Source: an optimization exercise on an open RTL-to-GDS flow (aim: small area). Production flows keep margins and buffers that such runs may drop. The RTL was checked by simulation tests, not by an equivalence proof against the original design. No activity file was given, so power comes from the tool's default toggle rates.

--- design/flow/constraint.sdc ---
create_clock -name core_clock -period 4.0 [get_ports {clk}]
set_input_delay 0.8000 -clock core_clock [delete_from_list [all_inputs] [get_ports {clk}]]
set_output_delay 0.8000 -clock core_clock [all_outputs]
set_load 0.01 [all_outputs]
--- design/flow/config.mk ---
export PLATFORM = sky130hd
export DESIGN_NAME = conv5x5_top
export DESIGN_NICKNAME = conv5x5_top
export VERILOG_FILES = /design/flow/design.v
export SDC_FILE = /design/flow/constraint.sdc
export NUM_CORES = 4
export LEC_CHECK = 0
export CAP_MARGIN = 20
export CORE_MARGIN = 2
export CORE_UTILIZATION = 40
export SLEW_MARGIN = 20
--- design/flow/design.v ---
`default_nettype none
package conv_pkg;
  localparam int pix_w = 8;                     
  localparam int out_delay = 23;                
  typedef logic [pix_w-1:0] pixel_t;            
endpackage
`default_nettype wire
`default_nettype none
module row_skew_line #(
  parameter int depth = 23   
) (
  input  wire logic             clk,
  input  wire conv_pkg::pixel_t pix_in,
  output conv_pkg::pixel_t      pix_out
);
  conv_pkg::pixel_t shreg [depth];
  always_ff @(posedge clk) begin
    shreg[0] <= pix_in;
    for (int i = 1; i < depth; i++) begin
      shreg[i] <= shreg[i-1];
    end
  end
  assign pix_out = shreg[depth-1];
endmodule
`default_nettype wire
`default_nettype none
module mac_tap (
  input  wire logic clk,
  input  wire logic rst,
  output logic      valid
);
  logic [4:0] age;   
  always_ff @(posedge clk) begin
    if (rst) begin
      age <= 5'd7;
    end else if (age != 5'd31) begin
      age <= age + 5'd1;
    end
  end
  assign valid = (age == 5'd31);
endmodule
`default_nettype wire
`default_nettype none
module mac_cascade (
  input  wire logic             clk,
  input  wire logic             rst_chain,   
  input  wire conv_pkg::pixel_t row0,
  input  wire conv_pkg::pixel_t row1,
  input  wire conv_pkg::pixel_t row2,
  input  wire conv_pkg::pixel_t row3,
  input  wire conv_pkg::pixel_t row4,
  output conv_pkg::pixel_t      pix_new
);
  wire c100;
  wire c102;
  wire c104;
  wire c106;
  wire c108;
  wire c110;
  wire c112;
  wire c114;
  wire c116;
  wire c118;
  wire c120;
  wire c122;
  wire c124;
  wire c128;
  wire c130;
  wire c132;
  wire c134;
  wire c147;
  wire c149;
  wire c151;
  wire c153;
  wire c155;
  wire c157;
  wire c159;
  wire c161;
  wire c163;
  wire c165;
  wire c167;
  wire c169;
  wire c171;
  wire c173;
  wire c175;
  wire c177;
  wire c179;
  wire c18;
  wire c181;
  wire c183;
  wire c185;
  wire c187;
  wire c189;
  wire c191;
  wire c193;
  wire c195;
  wire c197;
  wire c199;
  wire c20;
  wire c201;
  wire c203;
  wire c205;
  wire c207;
  wire c209;
  wire c211;
  wire c213;
  wire c215;
  wire c217;
  wire c219;
  wire c22;
  wire c221;
  wire c223;
  wire c227;
  wire c229;
  wire c231;
  wire c233;
  wire c235;
  wire c237;
  wire c239;
  wire c24;
  wire c243;
  wire c245;
  wire c247;
  wire c249;
  wire c251;
  wire c253;
  wire c255;
  wire c257;
  wire c259;
  wire c26;
  wire c261;
  wire c263;
  wire c265;
  wire c267;
  wire c269;
  wire c271;
  wire c273;
  wire c275;
  wire c277;
  wire c279;
  wire c28;
  wire c281;
  wire c285;
  wire c287;
  wire c289;
  wire c291;
  wire c293;
  wire c295;
  wire c297;
  wire c299;
  wire c30;
  wire c301;
  wire c302;
  wire c304;
  wire c305;
  wire c307;
  wire c308;
  wire c310;
  wire c311;
  wire c313;
  wire c314;
  wire c316;
  wire c317;
  wire c319;
  wire c32;
  wire c320;
  wire c322;
  wire c326;
  wire c328;
  wire c330;
  wire c332;
  wire c334;
  wire c336;
  wire c338;
  wire c34;
  wire c340;
  wire c342;
  wire c345;
  wire c347;
  wire c349;
  wire c351;
  wire c353;
  wire c355;
  wire c357;
  wire c36;
  wire c38;
  wire c40;
  wire c44;
  wire c46;
  wire c48;
  wire c50;
  wire c52;
  wire c54;
  wire c56;
  wire c58;
  wire c60;
  wire c62;
  wire c64;
  wire c66;
  wire c68;
  wire c70;
  wire c72;
  wire c74;
  wire c78;
  wire c80;
  wire c82;
  wire c84;
  wire c86;
  wire c88;
  wire c90;
  wire c92;
  wire c94;
  wire c96;
  wire c98;
  wire i1;
  wire i10;
  wire i11;
  wire i12;
  wire i13;
  wire i135;
  wire i136;
  wire i137;
  wire i138;
  wire i139;
  wire i14;
  wire i140;
  wire i141;
  wire i142;
  wire i143;
  wire i144;
  wire i145;
  wire i15;
  wire i16;
  wire i2;
  wire i3;
  wire i4;
  wire i5;
  wire i6;
  wire i7;
  wire i8;
  wire i9;
  wire s101;
  wire s103;
  wire s105;
  wire s107;
  wire s109;
  wire s111;
  wire s113;
  wire s115;
  wire s117;
  wire s119;
  wire s121;
  wire s123;
  wire s127;
  wire s129;
  wire s131;
  wire s133;
  wire s146;
  wire s148;
  wire s150;
  wire s152;
  wire s154;
  wire s156;
  wire s158;
  wire s160;
  wire s162;
  wire s164;
  wire s166;
  wire s168;
  wire s17;
  wire s170;
  wire s172;
  wire s174;
  wire s176;
  wire s178;
  wire s180;
  wire s182;
  wire s184;
  wire s186;
  wire s188;
  wire s19;
  wire s190;
  wire s192;
  wire s194;
  wire s196;
  wire s198;
  wire s200;
  wire s202;
  wire s204;
  wire s206;
  wire s208;
  wire s21;
  wire s210;
  wire s212;
  wire s214;
  wire s216;
  wire s218;
  wire s220;
  wire s222;
  wire s226;
  wire s228;
  wire s23;
  wire s230;
  wire s232;
  wire s234;
  wire s236;
  wire s238;
  wire s242;
  wire s244;
  wire s246;
  wire s248;
  wire s25;
  wire s250;
  wire s252;
  wire s254;
  wire s256;
  wire s258;
  wire s260;
  wire s262;
  wire s264;
  wire s266;
  wire s268;
  wire s27;
  wire s270;
  wire s272;
  wire s274;
  wire s276;
  wire s278;
  wire s280;
  wire s284;
  wire s286;
  wire s288;
  wire s29;
  wire s290;
  wire s292;
  wire s294;
  wire s296;
  wire s298;
  wire s300;
  wire s303;
  wire s306;
  wire s309;
  wire s31;
  wire s312;
  wire s315;
  wire s318;
  wire s321;
  wire s325;
  wire s327;
  wire s329;
  wire s33;
  wire s331;
  wire s333;
  wire s335;
  wire s337;
  wire s339;
  wire s341;
  wire s343;
  wire s344;
  wire s346;
  wire s348;
  wire s35;
  wire s350;
  wire s352;
  wire s354;
  wire s356;
  wire s358;
  wire s359;
  wire s37;
  wire s39;
  wire s43;
  wire s45;
  wire s47;
  wire s49;
  wire s51;
  wire s53;
  wire s55;
  wire s57;
  wire s59;
  wire s61;
  wire s63;
  wire s65;
  wire s67;
  wire s69;
  wire s71;
  wire s73;
  wire s77;
  wire s79;
  wire s81;
  wire s83;
  wire s85;
  wire s87;
  wire s89;
  wire s91;
  wire s93;
  wire s95;
  wire s97;
  wire s99;
  logic ia_0_0;
  logic ia_1_0;
  logic ia_2_0;
  logic ia_3_0;
  logic ia_4_0;
  logic ia_5_0;
  logic ia_6_0;
  logic ia_6_1;
  logic ia_7_0;
  logic ia_8_0;
  logic ia_9_0;
  logic ip_0_0;
  logic ip_1_0;
  logic ip_2_0;
  logic ip_3_0;
  logic ip_4_0;
  logic ip_5_0;
  logic ip_6_0;
  logic ip_6_1;
  logic ip_7_0;
  logic ip_8_0;
  logic ip_9_0;
  logic ix_0_0;
  logic ix_1_0;
  logic ix_2_0;
  logic ix_3_0;
  logic ix_4_0;
  logic ix_5_0;
  logic ix_6_0;
  logic ix_7_0;
  logic z1_0_0;
  logic z1_1_0;
  logic z1_2_0;
  logic z1_3_0;
  logic z1_4_0;
  logic z1_5_0;
  logic z1_6_0;
  logic z1_6_1;
  logic z1_7_0;
  logic z1_8_0;
  logic z1_9_0;
  logic z2_0_0;
  logic z2_1_0;
  logic z2_2_0;
  logic z2_3_0;
  logic z2_4_0;
  logic z2_5_0;
  logic z2_6_0;
  logic z2_7_0;
  logic z2_8_0;
  logic z2_9_0;
  logic z2_10_0;
  logic z2_10_1;
  logic z2_11_0;
  logic z2_12_0;
  logic z2_13_0;
  logic z3_0_0;
  logic z3_1_0;
  logic z3_2_0;
  logic z3_3_0;
  logic z3_4_0;
  logic z3_5_0;
  logic z3_6_0;
  logic z3_7_0;
  logic z3_8_0;
  logic z3_9_0;
  logic z3_10_0;
  logic z3_11_0;
  logic z3_11_1;
  logic z3_12_0;
  logic z3_13_0;
  logic z3_14_0;
  logic z3_14_1;
  logic z3_15_0;
  logic z4_0_0;
  logic z4_1_0;
  logic z4_2_0;
  logic z4_3_0;
  logic z4_4_0;
  logic z4_5_0;
  logic z4_6_0;
  logic z4_7_0;
  logic z4_8_0;
  logic z4_9_0;
  logic z4_10_0;
  logic z4_10_1;
  logic z4_11_0;
  logic z4_12_0;
  logic z4_13_0;
  logic z4_14_0;
  logic z4_15_0;
  logic r0_8_0;
  logic r0_8_1;
  logic r0_9_0;
  logic r0_10_0;
  logic r0_11_0;
  logic r0_12_0;
  logic r0_13_0;
  logic r0_14_0;
  logic r0_15_0;
  logic r0_15_1;
  logic r0_15_2;
  logic [7:0] r1;
  assign i1 = ~row0[0];
  assign i2 = ~row4[0];
  assign i3 = ~row0[1];
  assign i4 = ~row4[1];
  assign i5 = ~row0[2];
  assign i6 = ~row4[2];
  assign i7 = ~row0[3];
  assign i8 = ~row4[3];
  assign i9 = ~row0[4];
  assign i10 = ~row4[4];
  assign i11 = ~row0[5];
  assign i12 = ~row4[5];
  assign i13 = ~row0[6];
  assign i14 = ~row4[6];
  assign i15 = ~row0[7];
  assign i16 = ~row4[7];
  assign s17 = i1 ^ i2;
  assign c18 = i1 & i2;
  assign s19 = row2[0] ^ i3 ^ i4;
  assign c20 = (row2[0] & i3) | (row2[0] & i4) | (i3 & i4);
  assign s21 = c18 ^ s19;
  assign c22 = c18 & s19;
  assign s23 = row2[1] ^ i5 ^ i6;
  assign c24 = (row2[1] & i5) | (row2[1] & i6) | (i5 & i6);
  assign s25 = c20 ^ s23 ^ c22;
  assign c26 = (c20 & s23) | (c20 & c22) | (s23 & c22);
  assign s27 = row2[2] ^ i7 ^ i8;
  assign c28 = (row2[2] & i7) | (row2[2] & i8) | (i7 & i8);
  assign s29 = c24 ^ s27 ^ c26;
  assign c30 = (c24 & s27) | (c24 & c26) | (s27 & c26);
  assign s31 = row2[3] ^ i9 ^ i10;
  assign c32 = (row2[3] & i9) | (row2[3] & i10) | (i9 & i10);
  assign s33 = c28 ^ s31 ^ c30;
  assign c34 = (c28 & s31) | (c28 & c30) | (s31 & c30);
  assign s35 = row2[4] ^ i11 ^ i12;
  assign c36 = (row2[4] & i11) | (row2[4] & i12) | (i11 & i12);
  assign s37 = c32 ^ s35 ^ c34;
  assign c38 = (c32 & s35) | (c32 & c34) | (s35 & c34);
  assign s39 = row2[5] ^ i13 ^ i14;
  assign c40 = (row2[5] & i13) | (row2[5] & i14) | (i13 & i14);
  assign s43 = c36 ^ s39;
  assign c44 = c36 & s39;
  assign s45 = row2[6] ^ i15 ^ i16;
  assign c46 = (row2[6] & i15) | (row2[6] & i16) | (i15 & i16);
  assign s47 = c40 ^ s45 ^ c44;
  assign c48 = (c40 & s45) | (c40 & c44) | (s45 & c44);
  assign s49 = row2[7] ^ c46 ^ c48;
  assign c50 = (row2[7] & c46) | (row2[7] & c48) | (c46 & c48);
  assign s51 = row1[0] ^ row3[0];
  assign c52 = row1[0] & row3[0];
  assign s53 = row2[0] ^ row1[1] ^ row3[1];
  assign c54 = (row2[0] & row1[1]) | (row2[0] & row3[1]) | (row1[1] & row3[1]);
  assign s55 = c52 ^ s53;
  assign c56 = c52 & s53;
  assign s57 = row2[1] ^ row1[2] ^ row3[2];
  assign c58 = (row2[1] & row1[2]) | (row2[1] & row3[2]) | (row1[2] & row3[2]);
  assign s59 = c54 ^ s57 ^ c56;
  assign c60 = (c54 & s57) | (c54 & c56) | (s57 & c56);
  assign s61 = row2[2] ^ row1[3] ^ row3[3];
  assign c62 = (row2[2] & row1[3]) | (row2[2] & row3[3]) | (row1[3] & row3[3]);
  assign s63 = c58 ^ s61 ^ c60;
  assign c64 = (c58 & s61) | (c58 & c60) | (s61 & c60);
  assign s65 = row2[3] ^ row1[4] ^ row3[4];
  assign c66 = (row2[3] & row1[4]) | (row2[3] & row3[4]) | (row1[4] & row3[4]);
  assign s67 = c62 ^ s65 ^ c64;
  assign c68 = (c62 & s65) | (c62 & c64) | (s65 & c64);
  assign s69 = row2[4] ^ row1[5] ^ row3[5];
  assign c70 = (row2[4] & row1[5]) | (row2[4] & row3[5]) | (row1[5] & row3[5]);
  assign s71 = c66 ^ s69 ^ c68;
  assign c72 = (c66 & s69) | (c66 & c68) | (s69 & c68);
  assign s73 = row2[5] ^ row1[6] ^ row3[6];
  assign c74 = (row2[5] & row1[6]) | (row2[5] & row3[6]) | (row1[6] & row3[6]);
  assign s77 = c70 ^ s73;
  assign c78 = c70 & s73;
  assign s79 = row2[6] ^ row1[7] ^ row3[7];
  assign c80 = (row2[6] & row1[7]) | (row2[6] & row3[7]) | (row1[7] & row3[7]);
  assign s81 = c74 ^ s79 ^ c78;
  assign c82 = (c74 & s79) | (c74 & c78) | (s79 & c78);
  assign s83 = row2[7] ^ c80 ^ c82;
  assign c84 = (row2[7] & c80) | (row2[7] & c82) | (c80 & c82);
  assign s85 = z1_2_0 ^ ip_0_0;
  assign c86 = z1_2_0 & ip_0_0;
  assign s87 = z1_3_0 ^ ip_0_0 ^ ip_1_0;
  assign c88 = (z1_3_0 & ip_0_0) | (z1_3_0 & ip_1_0) | (ip_0_0 & ip_1_0);
  assign s89 = c86 ^ s87;
  assign c90 = c86 & s87;
  assign s91 = z1_4_0 ^ ip_1_0 ^ ip_2_0;
  assign c92 = (z1_4_0 & ip_1_0) | (z1_4_0 & ip_2_0) | (ip_1_0 & ip_2_0);
  assign s93 = c88 ^ s91 ^ c90;
  assign c94 = (c88 & s91) | (c88 & c90) | (s91 & c90);
  assign s95 = z1_5_0 ^ ip_2_0 ^ ip_3_0;
  assign c96 = (z1_5_0 & ip_2_0) | (z1_5_0 & ip_3_0) | (ip_2_0 & ip_3_0);
  assign s97 = c92 ^ s95 ^ c94;
  assign c98 = (c92 & s95) | (c92 & c94) | (s95 & c94);
  assign s99 = z1_6_0 ^ z1_6_1 ^ ip_3_0;
  assign c100 = (z1_6_0 & z1_6_1) | (z1_6_0 & ip_3_0) | (z1_6_1 & ip_3_0);
  assign s101 = ip_4_0 ^ c96 ^ s99;
  assign c102 = (ip_4_0 & c96) | (ip_4_0 & s99) | (c96 & s99);
  assign s103 = s101 ^ c98;
  assign c104 = s101 & c98;
  assign s105 = z1_7_0 ^ ip_4_0 ^ ip_5_0;
  assign c106 = (z1_7_0 & ip_4_0) | (z1_7_0 & ip_5_0) | (ip_4_0 & ip_5_0);
  assign s107 = c100 ^ s105 ^ c102;
  assign c108 = (c100 & s105) | (c100 & c102) | (s105 & c102);
  assign s109 = s107 ^ c104;
  assign c110 = s107 & c104;
  assign s111 = z1_8_0 ^ ip_5_0 ^ ip_6_0;
  assign c112 = (z1_8_0 & ip_5_0) | (z1_8_0 & ip_6_0) | (ip_5_0 & ip_6_0);
  assign s113 = ip_6_1 ^ c106 ^ s111;
  assign c114 = (ip_6_1 & c106) | (ip_6_1 & s111) | (c106 & s111);
  assign s115 = s113 ^ c108 ^ c110;
  assign c116 = (s113 & c108) | (s113 & c110) | (c108 & c110);
  assign s117 = z1_9_0 ^ ip_6_0 ^ ip_6_1;
  assign c118 = (z1_9_0 & ip_6_0) | (z1_9_0 & ip_6_1) | (ip_6_0 & ip_6_1);
  assign s119 = ip_7_0 ^ c112 ^ s117;
  assign c120 = (ip_7_0 & c112) | (ip_7_0 & s117) | (c112 & s117);
  assign s121 = c114 ^ s119 ^ c116;
  assign c122 = (c114 & s119) | (c114 & c116) | (s119 & c116);
  assign s123 = ip_7_0 ^ ip_8_0 ^ c118;
  assign c124 = (ip_7_0 & ip_8_0) | (ip_7_0 & c118) | (ip_8_0 & c118);
  assign s127 = s123 ^ c120;
  assign c128 = s123 & c120;
  assign s129 = ip_8_0 ^ ip_9_0 ^ c124;
  assign c130 = (ip_8_0 & ip_9_0) | (ip_8_0 & c124) | (ip_9_0 & c124);
  assign s131 = c128 ^ s129;
  assign c132 = c128 & s129;
  assign s133 = ip_9_0 ^ c130 ^ c132;
  assign c134 = (ip_9_0 & c130) | (ip_9_0 & c132) | (c130 & c132);
  assign i135 = ~ia_0_0;
  assign i136 = ~ia_1_0;
  assign i137 = ~ia_2_0;
  assign i138 = ~ia_3_0;
  assign i139 = ~ia_4_0;
  assign i140 = ~ia_5_0;
  assign i141 = ~ia_6_0;
  assign i142 = ~ia_6_1;
  assign i143 = ~ia_7_0;
  assign i144 = ~ia_8_0;
  assign i145 = ~ia_9_0;
  assign s146 = z2_1_0 ^ i135;
  assign c147 = z2_1_0 & i135;
  assign s148 = z2_2_0 ^ i136 ^ c147;
  assign c149 = (z2_2_0 & i136) | (z2_2_0 & c147) | (i136 & c147);
  assign s150 = z2_3_0 ^ ip_0_0 ^ i137;
  assign c151 = (z2_3_0 & ip_0_0) | (z2_3_0 & i137) | (ip_0_0 & i137);
  assign s152 = s150 ^ c149;
  assign c153 = s150 & c149;
  assign s154 = z2_4_0 ^ ip_0_0 ^ ip_1_0;
  assign c155 = (z2_4_0 & ip_0_0) | (z2_4_0 & ip_1_0) | (ip_0_0 & ip_1_0);
  assign s156 = i138 ^ c151 ^ s154;
  assign c157 = (i138 & c151) | (i138 & s154) | (c151 & s154);
  assign s158 = c153 ^ s156;
  assign c159 = c153 & s156;
  assign s160 = z2_5_0 ^ ip_1_0 ^ ip_2_0;
  assign c161 = (z2_5_0 & ip_1_0) | (z2_5_0 & ip_2_0) | (ip_1_0 & ip_2_0);
  assign s162 = i139 ^ c155 ^ s160;
  assign c163 = (i139 & c155) | (i139 & s160) | (c155 & s160);
  assign s164 = c157 ^ s162 ^ c159;
  assign c165 = (c157 & s162) | (c157 & c159) | (s162 & c159);
  assign s166 = z2_6_0 ^ ip_2_0 ^ ip_3_0;
  assign c167 = (z2_6_0 & ip_2_0) | (z2_6_0 & ip_3_0) | (ip_2_0 & ip_3_0);
  assign s168 = ix_0_0 ^ i140 ^ c161;
  assign c169 = (ix_0_0 & i140) | (ix_0_0 & c161) | (i140 & c161);
  assign s170 = s166 ^ s168 ^ c163;
  assign c171 = (s166 & s168) | (s166 & c163) | (s168 & c163);
  assign s172 = s170 ^ c165;
  assign c173 = s170 & c165;
  assign s174 = z2_7_0 ^ ip_3_0 ^ ip_4_0;
  assign c175 = (z2_7_0 & ip_3_0) | (z2_7_0 & ip_4_0) | (ip_3_0 & ip_4_0);
  assign s176 = ix_1_0 ^ i141 ^ i142;
  assign c177 = (ix_1_0 & i141) | (ix_1_0 & i142) | (i141 & i142);
  assign s178 = c167 ^ s174 ^ s176;
  assign c179 = (c167 & s174) | (c167 & s176) | (s174 & s176);
  assign s180 = c169 ^ s178 ^ c171;
  assign c181 = (c169 & s178) | (c169 & c171) | (s178 & c171);
  assign s182 = s180 ^ c173;
  assign c183 = s180 & c173;
  assign s184 = z2_8_0 ^ ip_4_0 ^ ip_5_0;
  assign c185 = (z2_8_0 & ip_4_0) | (z2_8_0 & ip_5_0) | (ip_4_0 & ip_5_0);
  assign s186 = ix_2_0 ^ i143 ^ c175;
  assign c187 = (ix_2_0 & i143) | (ix_2_0 & c175) | (i143 & c175);
  assign s188 = c177 ^ s184 ^ s186;
  assign c189 = (c177 & s184) | (c177 & s186) | (s184 & s186);
  assign s190 = c179 ^ s188 ^ c181;
  assign c191 = (c179 & s188) | (c179 & c181) | (s188 & c181);
  assign s192 = c183 ^ s190;
  assign c193 = c183 & s190;
  assign s194 = z2_9_0 ^ ip_5_0 ^ ip_6_0;
  assign c195 = (z2_9_0 & ip_5_0) | (z2_9_0 & ip_6_0) | (ip_5_0 & ip_6_0);
  assign s196 = ip_6_1 ^ ix_3_0 ^ i144;
  assign c197 = (ip_6_1 & ix_3_0) | (ip_6_1 & i144) | (ix_3_0 & i144);
  assign s198 = c185 ^ s194 ^ s196;
  assign c199 = (c185 & s194) | (c185 & s196) | (s194 & s196);
  assign s200 = c187 ^ s198 ^ c189;
  assign c201 = (c187 & s198) | (c187 & c189) | (s198 & c189);
  assign s202 = s200 ^ c191 ^ c193;
  assign c203 = (s200 & c191) | (s200 & c193) | (c191 & c193);
  assign s204 = z2_10_0 ^ z2_10_1 ^ ip_6_0;
  assign c205 = (z2_10_0 & z2_10_1) | (z2_10_0 & ip_6_0) | (z2_10_1 & ip_6_0);
  assign s206 = ip_6_1 ^ ip_7_0 ^ ix_4_0;
  assign c207 = (ip_6_1 & ip_7_0) | (ip_6_1 & ix_4_0) | (ip_7_0 & ix_4_0);
  assign s208 = i145 ^ c195 ^ c197;
  assign c209 = (i145 & c195) | (i145 & c197) | (c195 & c197);
  assign s210 = s206 ^ s204 ^ s208;
  assign c211 = (s206 & s204) | (s206 & s208) | (s204 & s208);
  assign s212 = c199 ^ s210 ^ c201;
  assign c213 = (c199 & s210) | (c199 & c201) | (s210 & c201);
  assign s214 = s212 ^ c203;
  assign c215 = s212 & c203;
  assign s216 = z2_11_0 ^ ip_7_0 ^ ip_8_0;
  assign c217 = (z2_11_0 & ip_7_0) | (z2_11_0 & ip_8_0) | (ip_7_0 & ip_8_0);
  assign s218 = ix_5_0 ^ c205 ^ c207;
  assign c219 = (ix_5_0 & c205) | (ix_5_0 & c207) | (c205 & c207);
  assign s220 = s216 ^ c209 ^ s218;
  assign c221 = (s216 & c209) | (s216 & s218) | (c209 & s218);
  assign s222 = c211 ^ s220 ^ c213;
  assign c223 = (c211 & s220) | (c211 & c213) | (s220 & c213);
  assign s226 = z2_12_0 ^ ip_8_0 ^ ip_9_0;
  assign c227 = (z2_12_0 & ip_8_0) | (z2_12_0 & ip_9_0) | (ip_8_0 & ip_9_0);
  assign s228 = ix_6_0 ^ c217 ^ s226;
  assign c229 = (ix_6_0 & c217) | (ix_6_0 & s226) | (c217 & s226);
  assign s230 = c219 ^ s228 ^ c221;
  assign c231 = (c219 & s228) | (c219 & c221) | (s228 & c221);
  assign s232 = s230 ^ c223;
  assign c233 = s230 & c223;
  assign s234 = z2_13_0 ^ ip_9_0 ^ ix_7_0;
  assign c235 = (z2_13_0 & ip_9_0) | (z2_13_0 & ix_7_0) | (ip_9_0 & ix_7_0);
  assign s236 = c227 ^ s234 ^ c229;
  assign c237 = (c227 & s234) | (c227 & c229) | (s234 & c229);
  assign s238 = s236 ^ c231 ^ c233;
  assign c239 = (s236 & c231) | (s236 & c233) | (c231 & c233);
  assign s242 = c235 ^ c237;
  assign c243 = c235 & c237;
  assign s244 = z3_2_0 ^ ip_0_0;
  assign c245 = z3_2_0 & ip_0_0;
  assign s246 = z3_3_0 ^ ip_0_0 ^ ip_1_0;
  assign c247 = (z3_3_0 & ip_0_0) | (z3_3_0 & ip_1_0) | (ip_0_0 & ip_1_0);
  assign s248 = c245 ^ s246;
  assign c249 = c245 & s246;
  assign s250 = z3_4_0 ^ ip_1_0 ^ ip_2_0;
  assign c251 = (z3_4_0 & ip_1_0) | (z3_4_0 & ip_2_0) | (ip_1_0 & ip_2_0);
  assign s252 = c247 ^ s250 ^ c249;
  assign c253 = (c247 & s250) | (c247 & c249) | (s250 & c249);
  assign s254 = z3_5_0 ^ ip_2_0 ^ ip_3_0;
  assign c255 = (z3_5_0 & ip_2_0) | (z3_5_0 & ip_3_0) | (ip_2_0 & ip_3_0);
  assign s256 = c251 ^ s254 ^ c253;
  assign c257 = (c251 & s254) | (c251 & c253) | (s254 & c253);
  assign s258 = z3_6_0 ^ ip_3_0 ^ ip_4_0;
  assign c259 = (z3_6_0 & ip_3_0) | (z3_6_0 & ip_4_0) | (ip_3_0 & ip_4_0);
  assign s260 = c255 ^ s258 ^ c257;
  assign c261 = (c255 & s258) | (c255 & c257) | (s258 & c257);
  assign s262 = z3_7_0 ^ ip_4_0 ^ ip_5_0;
  assign c263 = (z3_7_0 & ip_4_0) | (z3_7_0 & ip_5_0) | (ip_4_0 & ip_5_0);
  assign s264 = c259 ^ s262 ^ c261;
  assign c265 = (c259 & s262) | (c259 & c261) | (s262 & c261);
  assign s266 = z3_8_0 ^ ip_5_0 ^ ip_6_0;
  assign c267 = (z3_8_0 & ip_5_0) | (z3_8_0 & ip_6_0) | (ip_5_0 & ip_6_0);
  assign s268 = ip_6_1 ^ c263 ^ s266;
  assign c269 = (ip_6_1 & c263) | (ip_6_1 & s266) | (c263 & s266);
  assign s270 = s268 ^ c265;
  assign c271 = s268 & c265;
  assign s272 = z3_9_0 ^ ip_6_0 ^ ip_6_1;
  assign c273 = (z3_9_0 & ip_6_0) | (z3_9_0 & ip_6_1) | (ip_6_0 & ip_6_1);
  assign s274 = ip_7_0 ^ c267 ^ s272;
  assign c275 = (ip_7_0 & c267) | (ip_7_0 & s272) | (c267 & s272);
  assign s276 = c269 ^ s274 ^ c271;
  assign c277 = (c269 & s274) | (c269 & c271) | (s274 & c271);
  assign s278 = z3_10_0 ^ ip_7_0 ^ ip_8_0;
  assign c279 = (z3_10_0 & ip_7_0) | (z3_10_0 & ip_8_0) | (ip_7_0 & ip_8_0);
  assign s280 = c273 ^ s278 ^ c275;
  assign c281 = (c273 & s278) | (c273 & c275) | (s278 & c275);
  assign s284 = z3_11_0 ^ z3_11_1 ^ ip_8_0;
  assign c285 = (z3_11_0 & z3_11_1) | (z3_11_0 & ip_8_0) | (z3_11_1 & ip_8_0);
  assign s286 = ip_9_0 ^ c279 ^ s284;
  assign c287 = (ip_9_0 & c279) | (ip_9_0 & s284) | (c279 & s284);
  assign s288 = s286 ^ c281;
  assign c289 = s286 & c281;
  assign s290 = z3_12_0 ^ ip_9_0 ^ c285;
  assign c291 = (z3_12_0 & ip_9_0) | (z3_12_0 & c285) | (ip_9_0 & c285);
  assign s292 = s290 ^ c287 ^ c289;
  assign c293 = (s290 & c287) | (s290 & c289) | (c287 & c289);
  assign s294 = z3_13_0 ^ c291 ^ c293;
  assign c295 = (z3_13_0 & c291) | (z3_13_0 & c293) | (c291 & c293);
  assign s296 = z3_14_0 ^ z3_14_1 ^ c295;
  assign c297 = (z3_14_0 & z3_14_1) | (z3_14_0 & c295) | (z3_14_1 & c295);
  assign s298 = z3_15_0 ^ c297;
  assign c299 = z4_0_0 & ia_0_0;
  assign s300 = 1'b1 ^ z4_1_0 ^ ia_1_0;
  assign c301 = (1'b1 & z4_1_0) | (1'b1 & ia_1_0) | (z4_1_0 & ia_1_0);
  assign c302 = c299 & s300;
  assign s303 = z4_2_0 ^ ia_2_0 ^ c301;
  assign c304 = (z4_2_0 & ia_2_0) | (z4_2_0 & c301) | (ia_2_0 & c301);
  assign c305 = c302 & s303;
  assign s306 = z4_3_0 ^ ia_3_0 ^ c304;
  assign c307 = (z4_3_0 & ia_3_0) | (z4_3_0 & c304) | (ia_3_0 & c304);
  assign c308 = c305 & s306;
  assign s309 = z4_4_0 ^ ia_4_0 ^ c307;
  assign c310 = (z4_4_0 & ia_4_0) | (z4_4_0 & c307) | (ia_4_0 & c307);
  assign c311 = c308 & s309;
  assign s312 = z4_5_0 ^ ia_5_0 ^ c310;
  assign c313 = (z4_5_0 & ia_5_0) | (z4_5_0 & c310) | (ia_5_0 & c310);
  assign c314 = c311 & s312;
  assign s315 = z4_6_0 ^ ia_6_0 ^ ia_6_1;
  assign c316 = (z4_6_0 & ia_6_0) | (z4_6_0 & ia_6_1) | (ia_6_0 & ia_6_1);
  assign c317 = (s315 & c313) | (s315 & c314) | (c313 & c314);
  assign s318 = 1'b1 ^ z4_7_0 ^ ia_7_0;
  assign c319 = (1'b1 & z4_7_0) | (1'b1 & ia_7_0) | (z4_7_0 & ia_7_0);
  assign c320 = (c316 & s318) | (c316 & c317) | (s318 & c317);
  assign s321 = 1'b1 ^ z4_8_0 ^ ia_8_0;
  assign c322 = (1'b1 & z4_8_0) | (1'b1 & ia_8_0) | (z4_8_0 & ia_8_0);
  assign s325 = c319 ^ s321;
  assign c326 = c319 & s321;
  assign s327 = 1'b1 ^ z4_9_0 ^ ia_9_0;
  assign c328 = (1'b1 & z4_9_0) | (1'b1 & ia_9_0) | (z4_9_0 & ia_9_0);
  assign s329 = c322 ^ s327 ^ c326;
  assign c330 = (c322 & s327) | (c322 & c326) | (s327 & c326);
  assign s331 = 1'b1 ^ z4_10_0 ^ z4_10_1;
  assign c332 = (1'b1 & z4_10_0) | (1'b1 & z4_10_1) | (z4_10_0 & z4_10_1);
  assign s333 = c328 ^ s331 ^ c330;
  assign c334 = (c328 & s331) | (c328 & c330) | (s331 & c330);
  assign s335 = z4_11_0 ^ c332 ^ c334;
  assign c336 = (z4_11_0 & c332) | (z4_11_0 & c334) | (c332 & c334);
  assign s337 = 1'b1 ^ z4_12_0 ^ c336;
  assign c338 = (1'b1 & z4_12_0) | (1'b1 & c336) | (z4_12_0 & c336);
  assign s339 = 1'b1 ^ z4_13_0 ^ c338;
  assign c340 = (1'b1 & z4_13_0) | (1'b1 & c338) | (z4_13_0 & c338);
  assign s341 = 1'b1 ^ z4_14_0 ^ c340;
  assign c342 = (1'b1 & z4_14_0) | (1'b1 & c340) | (z4_14_0 & c340);
  assign s343 = 1'b1 ^ z4_15_0 ^ c342;
  assign s344 = r0_8_0 ^ r0_8_1;
  assign c345 = r0_8_0 & r0_8_1;
  assign s346 = r0_9_0 ^ c345;
  assign c347 = r0_9_0 & c345;
  assign s348 = r0_10_0 ^ c347;
  assign c349 = r0_10_0 & c347;
  assign s350 = r0_11_0 ^ c349;
  assign c351 = r0_11_0 & c349;
  assign s352 = r0_12_0 ^ c351;
  assign c353 = r0_12_0 & c351;
  assign s354 = r0_13_0 ^ c353;
  assign c355 = r0_13_0 & c353;
  assign s356 = r0_14_0 ^ c355;
  assign c357 = r0_14_0 & c355;
  assign s358 = r0_15_0 ^ r0_15_1 ^ r0_15_2;
  assign s359 = s358 ^ c357;
  always_ff @(posedge clk) begin
    ia_0_0 <= s17;
    ia_1_0 <= s21;
    ia_2_0 <= s25;
    ia_3_0 <= s29;
    ia_4_0 <= s33;
    ia_5_0 <= s37;
    ia_6_0 <= s43;
    ia_6_1 <= c38;
    ia_7_0 <= s47;
    ia_8_0 <= s49;
    ia_9_0 <= c50;
    ip_0_0 <= s51;
    ip_1_0 <= s55;
    ip_2_0 <= s59;
    ip_3_0 <= s63;
    ip_4_0 <= s67;
    ip_5_0 <= s71;
    ip_6_0 <= s77;
    ip_6_1 <= c72;
    ip_7_0 <= s81;
    ip_8_0 <= s83;
    ip_9_0 <= c84;
    ix_0_0 <= row2[0];
    ix_1_0 <= row2[1];
    ix_2_0 <= row2[2];
    ix_3_0 <= row2[3];
    ix_4_0 <= row2[4];
    ix_5_0 <= row2[5];
    ix_6_0 <= row2[6];
    ix_7_0 <= row2[7];
    r0_8_0 <= s325;
    r0_8_1 <= c320;
    r0_9_0 <= s329;
    r0_10_0 <= s333;
    r0_11_0 <= s335;
    r0_12_0 <= s337;
    r0_13_0 <= s339;
    r0_14_0 <= s341;
    r0_15_0 <= 1'b1;
    r0_15_1 <= z4_15_0;
    r0_15_2 <= c342;
    r1[0] <= s344;
    r1[1] <= s346;
    r1[2] <= s348;
    r1[3] <= s350;
    r1[4] <= s352;
    r1[5] <= s354;
    r1[6] <= s356;
    r1[7] <= s359;
  end
  always_ff @(posedge clk) begin
    if (rst_chain) begin
      z1_0_0 <= 1'b0;
      z1_1_0 <= 1'b1;
      z1_2_0 <= 1'b1;
      z1_3_0 <= 1'b1;
      z1_4_0 <= 1'b1;
      z1_5_0 <= 1'b1;
      z1_6_0 <= 1'b1;
      z1_6_1 <= 1'b0;
      z1_7_0 <= 1'b1;
      z1_8_0 <= 1'b1;
      z1_9_0 <= 1'b0;
      z2_0_0 <= 1'b0;
      z2_1_0 <= 1'b1;
      z2_2_0 <= 1'b1;
      z2_3_0 <= 1'b1;
      z2_4_0 <= 1'b1;
      z2_5_0 <= 1'b1;
      z2_6_0 <= 1'b1;
      z2_7_0 <= 1'b1;
      z2_8_0 <= 1'b1;
      z2_9_0 <= 1'b0;
      z2_10_0 <= 1'b0;
      z2_10_1 <= 1'b0;
      z2_11_0 <= 1'b0;
      z2_12_0 <= 1'b0;
      z2_13_0 <= 1'b0;
      z3_0_0 <= 1'b0;
      z3_1_0 <= 1'b0;
      z3_2_0 <= 1'b0;
      z3_3_0 <= 1'b0;
      z3_4_0 <= 1'b0;
      z3_5_0 <= 1'b0;
      z3_6_0 <= 1'b0;
      z3_7_0 <= 1'b1;
      z3_8_0 <= 1'b0;
      z3_9_0 <= 1'b1;
      z3_10_0 <= 1'b1;
      z3_11_0 <= 1'b0;
      z3_11_1 <= 1'b0;
      z3_12_0 <= 1'b0;
      z3_13_0 <= 1'b0;
      z3_14_0 <= 1'b0;
      z3_14_1 <= 1'b0;
      z3_15_0 <= 1'b0;
      z4_0_0 <= 1'b0;
      z4_1_0 <= 1'b0;
      z4_2_0 <= 1'b0;
      z4_3_0 <= 1'b0;
      z4_4_0 <= 1'b0;
      z4_5_0 <= 1'b0;
      z4_6_0 <= 1'b0;
      z4_7_0 <= 1'b1;
      z4_8_0 <= 1'b0;
      z4_9_0 <= 1'b1;
      z4_10_0 <= 1'b1;
      z4_10_1 <= 1'b0;
      z4_11_0 <= 1'b0;
      z4_12_0 <= 1'b0;
      z4_13_0 <= 1'b0;
      z4_14_0 <= 1'b0;
      z4_15_0 <= 1'b0;
    end else begin
      z1_0_0 <= ia_0_0;
      z1_1_0 <= ia_1_0;
      z1_2_0 <= ia_2_0;
      z1_3_0 <= ia_3_0;
      z1_4_0 <= ia_4_0;
      z1_5_0 <= ia_5_0;
      z1_6_0 <= ia_6_0;
      z1_6_1 <= ia_6_1;
      z1_7_0 <= ia_7_0;
      z1_8_0 <= ia_8_0;
      z1_9_0 <= ia_9_0;
      z2_0_0 <= z1_0_0;
      z2_1_0 <= z1_1_0;
      z2_2_0 <= s85;
      z2_3_0 <= s89;
      z2_4_0 <= s93;
      z2_5_0 <= s97;
      z2_6_0 <= s103;
      z2_7_0 <= s109;
      z2_8_0 <= s115;
      z2_9_0 <= s121;
      z2_10_0 <= s127;
      z2_10_1 <= c122;
      z2_11_0 <= s131;
      z2_12_0 <= s133;
      z2_13_0 <= c134;
      z3_0_0 <= z2_0_0;
      z3_1_0 <= s146;
      z3_2_0 <= s148;
      z3_3_0 <= s152;
      z3_4_0 <= s158;
      z3_5_0 <= s164;
      z3_6_0 <= s172;
      z3_7_0 <= s182;
      z3_8_0 <= s192;
      z3_9_0 <= s202;
      z3_10_0 <= s214;
      z3_11_0 <= s222;
      z3_11_1 <= c215;
      z3_12_0 <= s232;
      z3_13_0 <= s238;
      z3_14_0 <= s242;
      z3_14_1 <= c239;
      z3_15_0 <= c243;
      z4_0_0 <= z3_0_0;
      z4_1_0 <= z3_1_0;
      z4_2_0 <= s244;
      z4_3_0 <= s248;
      z4_4_0 <= s252;
      z4_5_0 <= s256;
      z4_6_0 <= s260;
      z4_7_0 <= s264;
      z4_8_0 <= s270;
      z4_9_0 <= s276;
      z4_10_0 <= s280;
      z4_10_1 <= c277;
      z4_11_0 <= s288;
      z4_12_0 <= s292;
      z4_13_0 <= s294;
      z4_14_0 <= s296;
      z4_15_0 <= s298;
    end
  end
  assign pix_new = r1;
endmodule
`default_nettype wire
`default_nettype none
module conv5x5_top (
  input  wire logic             clk,
  input  wire logic             rst,
  input  wire conv_pkg::pixel_t row0,      
  input  wire conv_pkg::pixel_t row1,
  input  wire conv_pkg::pixel_t row2,
  input  wire conv_pkg::pixel_t row3,
  input  wire conv_pkg::pixel_t row4,      
  output conv_pkg::pixel_t      pix_out    
);
  conv_pkg::pixel_t pix_new, pix_del;
  logic rst_q;    
  logic valid;
  always_ff @(posedge clk) begin
    rst_q <= rst;
  end
  mac_cascade u_cascade (
    .clk (clk), .rst_chain (rst_q),
    .row0 (row0), .row1 (row1), .row2 (row2), .row3 (row3), .row4 (row4),
    .pix_new (pix_new)
  );
  row_skew_line #(
    .depth (conv_pkg::out_delay - 2)
  ) u_delay (
    .clk     (clk),
    .pix_in  (pix_new),
    .pix_out (pix_del)
  );
  mac_tap u_blank (
    .clk   (clk),
    .rst   (rst),
    .valid (valid)
  );
  assign pix_out = valid ? pix_del : '0;
endmodule
`default_nettype wire
--- design/flow/run.sh ---
#!/bin/bash
# synth_recipe.tcl (not shown) runs the flow's synth.tcl, then flattens the netlist and writes it again
# the make line also repeats each setting of config.mk as NAME=value (left out here)
make -C /OpenROAD-flow-scripts/flow DESIGN_CONFIG=/design/flow/config.mk WORK_HOME=/design/flow/orfs CLKGATE_MAP_FILE= SYNTH_SCRIPT=/design/flow/synth_recipe.tcl finish
==> impl_metrics.tcl <==
set metrics [dict create \
    cp_slowest_cell "fa_1" \
    n_antenna_cell 0 \
    finalNetCount 957 \
    skew_ns 0.0111 \
    cp_common_cell "fa_1" \
    core-area_sq_um 23500 \
    stdcell_count 1100 \
    timing_worst_slew_pin_value_ns 0.615 \
    synth_nets 883 \
    synth_area_per_cell_sq_um 14.0 \
    routed_wl_um 12300 \
    maxSlewHeadroom_pct 59.0 \
    pre_cts_ws_ns 0.195 \
    post-route-drc-count 0 \
    ios 50 \
    numPortBuffers 49 \
    switching_share_pct 30.0 \
    drive_gt1_share_pct 8.83 \
    clkPwrFrac_pct 25.3 \
    cp_max_fo 6 \
    post_cts_buffers 0 \
    syn_to_final_growth_pct 19.2 \
    hp-class "flop to flop" \
    num_vias 4394 \
    reg2reg_slack_ns 0.31 \
    cp_cell_sequence "inv_1 > fa_1 > fa_1 > inv_1 > fa_1 > fa_1 > ha_1 > fa_1 > ha_1 > or2_1" \
    r2r-end "u_cascade.z3_10_0$_SDFF_PP1_" \
    min_period_over_period_pct 92.2 \
    slew_violations 0 \
    clock_tree.buffer_depth 3 \
    grt-ovfl-total 0 \
    grt_max_degree 62 \
    outcome "complete, no violations" \
    cts_sinks 283 \
    rsz0062_at_grt "no" \
    p_switching_mw 3.19 \
    multi_input_area_sq_um 3350 \
    critPathCaptureType "flop" \
    largest_registers "u_delay.shreg (168), u_cascade.r1 (8), u_blank.age (5)" \
    grt_pass1_wl_um 22700 \
    syn-instance-count 686 \
    path_clk_slew_ns 0.07 \
    hold_viol 0 \
    detail-route-antenna-nets 0 \
    cts_htree_levels 1 \
    hold_start "u_cascade.r1[0]$_DFF_P_" \
    seq_power_share_pct 42.1 \
    tns_ns 0 \
    ys_types 24 \
    finalSetupViolations 0 \
    critPathMaxStageDelay_ns 0.55 \
    ys_seq_elements 283 \
    ff2ff_path_depth 10 \
    grt_use_total_pct 10.9 \
    root_buffer "clkbuf_16" \
    fmax_mhz 271 \
    initial_core_util_pct 40.8 \
    die_y_um 159 \
    crit_required_ns 4.42 \
    dpl.hpwl_um 9090 \
    ir_worst_vdd_mv 0.395 \
    worst_setup_path_start_kind "flop" \
    seq_area_sq_um 5670 \
    firstDrtPassIters 4 \
    numCtsBuffers 27 \
    cp.arrival_ns 4.11 \
    yosys_warnings 5 \
    cts_tree "built" \
    row_count 56 \
    syn_area_sq_um 9610 \
    place_congestion 0.760 \
    criticalPathCategory "flop to flop" \
    fillers 2083 \
    largest_reg_flops 168 \
    dp_cells 1050 \
    r2r-start "u_cascade.ip_2_0$_DFF_P_" \
    drt_iter0_markers 92 \
    hold_path_end "u_delay.shreg[0][0]$_DFF_P_" \
    viasPerCell 3.99 \
    ctsResizeCount 0 \
    dieArea_sq_um 25300 \
    p_int_mw 7.45 \
    fin_ws_ns 0.313 \
    pwr-share-comb_pct 32.6 \
    hold_buffers 0 \
    min_period_ns 3.69 \
    antenna_found_initial 0 \
    clk_latency_ns 0.54 \
    grt_pass1_vias 4916 \
    wire_per_inst_um 11.2 \
    regMostFlops "u_delay.shreg" \
    hold_depth 0 \
    p_per_area_nw_per_um2 928 \
    seq_area_frac_synth_pct 58.9 \
    die_x_um 159 \
    p_leak_nw 5.19 \
    drv_cap 0 \
]
-- worst max-delay path: cells and delay by family (launching register included) --
family	cells	cell delay, ns
adder cells (fa/ha/maj)	7	2.68
flip-flops	1	0.54
AND/OR/NAND/NOR	1	0.20
buffers and inverters	2	0.16
-- layout make-up --
class / instances / share of cell area (%)
Sequential cell: 283 / 49.5
Multi-Input combinational cell: 246 / 29.2
Clock buffer: 27 / 5.90
Inverter: 150 / 4.91
Timing Repair Buffer: 52 / 4.48
Tap cell: 319 / 3.48
Clock inverter: 23 / 2.56
-- metal layers --
layer	GRT usage [%]	part of all wire, %	up-vias
met5	0	0	-
met4	3.80	2.9	0
met3	2.55	3.8	25
met2	19.2	51	47
met1	13.0	43	2179
li1	-	-	2143
-- kinds of logic (layout without fill, tap and decap cells) --
kind of cell,Yosys count,after routing,share of synthesized area (%)
AOI/OAI and AO/OA,3,3,0.260
xor gates and xnor gates,6,6,0.547
adders and majority gates,155,155,28.9
buffers and inverters,157,252,6.25
DFF,283,283,58.9
muxes,1,1,0.104
and+or+nand+nor,81,81,4.97
-- synthesized netlist by cell type (all sizes together) --
cell / n / share of area (%)
a211o: 1 / 0.091
and2: 8 / 0.52
and3: 2 / 0.13
buf: 6 / 0.34
clkbuf: 1 / 0.052
dfxtp: 283 / 59
fa: 112 / 23
ha: 43 / 5.6
inv: 150 / 5.9
mux2i: 1 / 0.10
nand2: 1 / 0.039
nand2b: 4 / 0.26
nand3: 1 / 0.052
nand4b: 1 / 0.091
nor2: 11 / 0.43
nor2b: 32 / 2.1
nor4: 1 / 0.065
o2111ai: 1 / 0.091
o211ai: 1 / 0.078
or2: 20 / 1.3
xnor2: 2 / 0.18
xor2: 4 / 0.36
-- stage by stage --
step,power (mW),util (%),hold WS (ns),area (sq um)
after detailed placement,8.12,44.5,0.312,10500
after global placement,8.00,44.5,0.310,10500
after global routing,11.9,48.7,0.322,11500
after floorplan,7.13,-,0.310,9610
after CTS,10.9,48.7,0.319,11500
final,10.6,48.7,0.318,11500
-- power groups by stage --
stage	registers, mW	logic (mW)	clock network, mW
finish	4.48	3.47	2.69
global route	4.62	4.37	2.90
CTS	4.52	3.62	2.78
detailed placement	4.57	3.56	0
floorplan	4.43	2.70	0
global placement	4.51	3.49	0
-- cells in the final DEF, fill, tap and decap left out, types with 6 or more instances in the layout --
master             n
and2_1             8
ha_1              43
clkinvlp_4         6
inv_1            150
clkbuf_16         27
or2_2             15
fa_1             112
nor2_1            11
dfxtp_1          282
nor2b_1           32
clkdlybuf4s50_1   49
-- worst max-delay path by stage --
stage	from	endpoint	slack, ns	cells past startpoint
2_1_floorplan	u_cascade.ip_4_0$_DFF_P_	u_cascade.z3_13_0$_SDFF_PP0_	0.41	13
3_3_place_gp	row2[0]	u_cascade.ip_5_0$_DFF_P_	0.27	7
3_5_place_dp	row2[0]	u_cascade.ip_5_0$_DFF_P_	0.20	7
4_1_cts	u_cascade.ip_1_0$_DFF_P_	u_cascade.z2_9_0$_SDFF_PP0_	0.24	13
5_1_grt	u_cascade.ip_2_0$_DFF_P_	u_cascade.z3_10_0$_SDFF_PP1_	0.11	10
6_report	u_cascade.ip_2_0$_DFF_P_	u_cascade.z3_10_0$_SDFF_PP1_	0.31	10

==> afterwards: timing with drivers on the ports <==
No port has a modelled driver above. Below, the same layout with a new extraction and two added sets of constraints.
Step 1 sets driving cells, clkbuf_16 on the clock port and buf_2 on the other inputs (assumed; they add their load-dependent delay and slew).
Step 2 adds t to the input delays and takes it off the output delays; t is the mean of the earliest and latest rising clock arrival at the registers after step 1. Input paths then give back, and output paths get back, about the clock's delay inside the block.
a / b / c = no drivers / after step 1 / after step 2; a / b = the first two.
t (ns): 0.576
setup WS [ns]: 0.313 / 0.313 / 0.216
worst setup path at the end: input to register
After both steps setup and hold are still met in this run. The setup slack of this run moves by 0.000 ns with the drivers and by -0.097 ns with both steps.
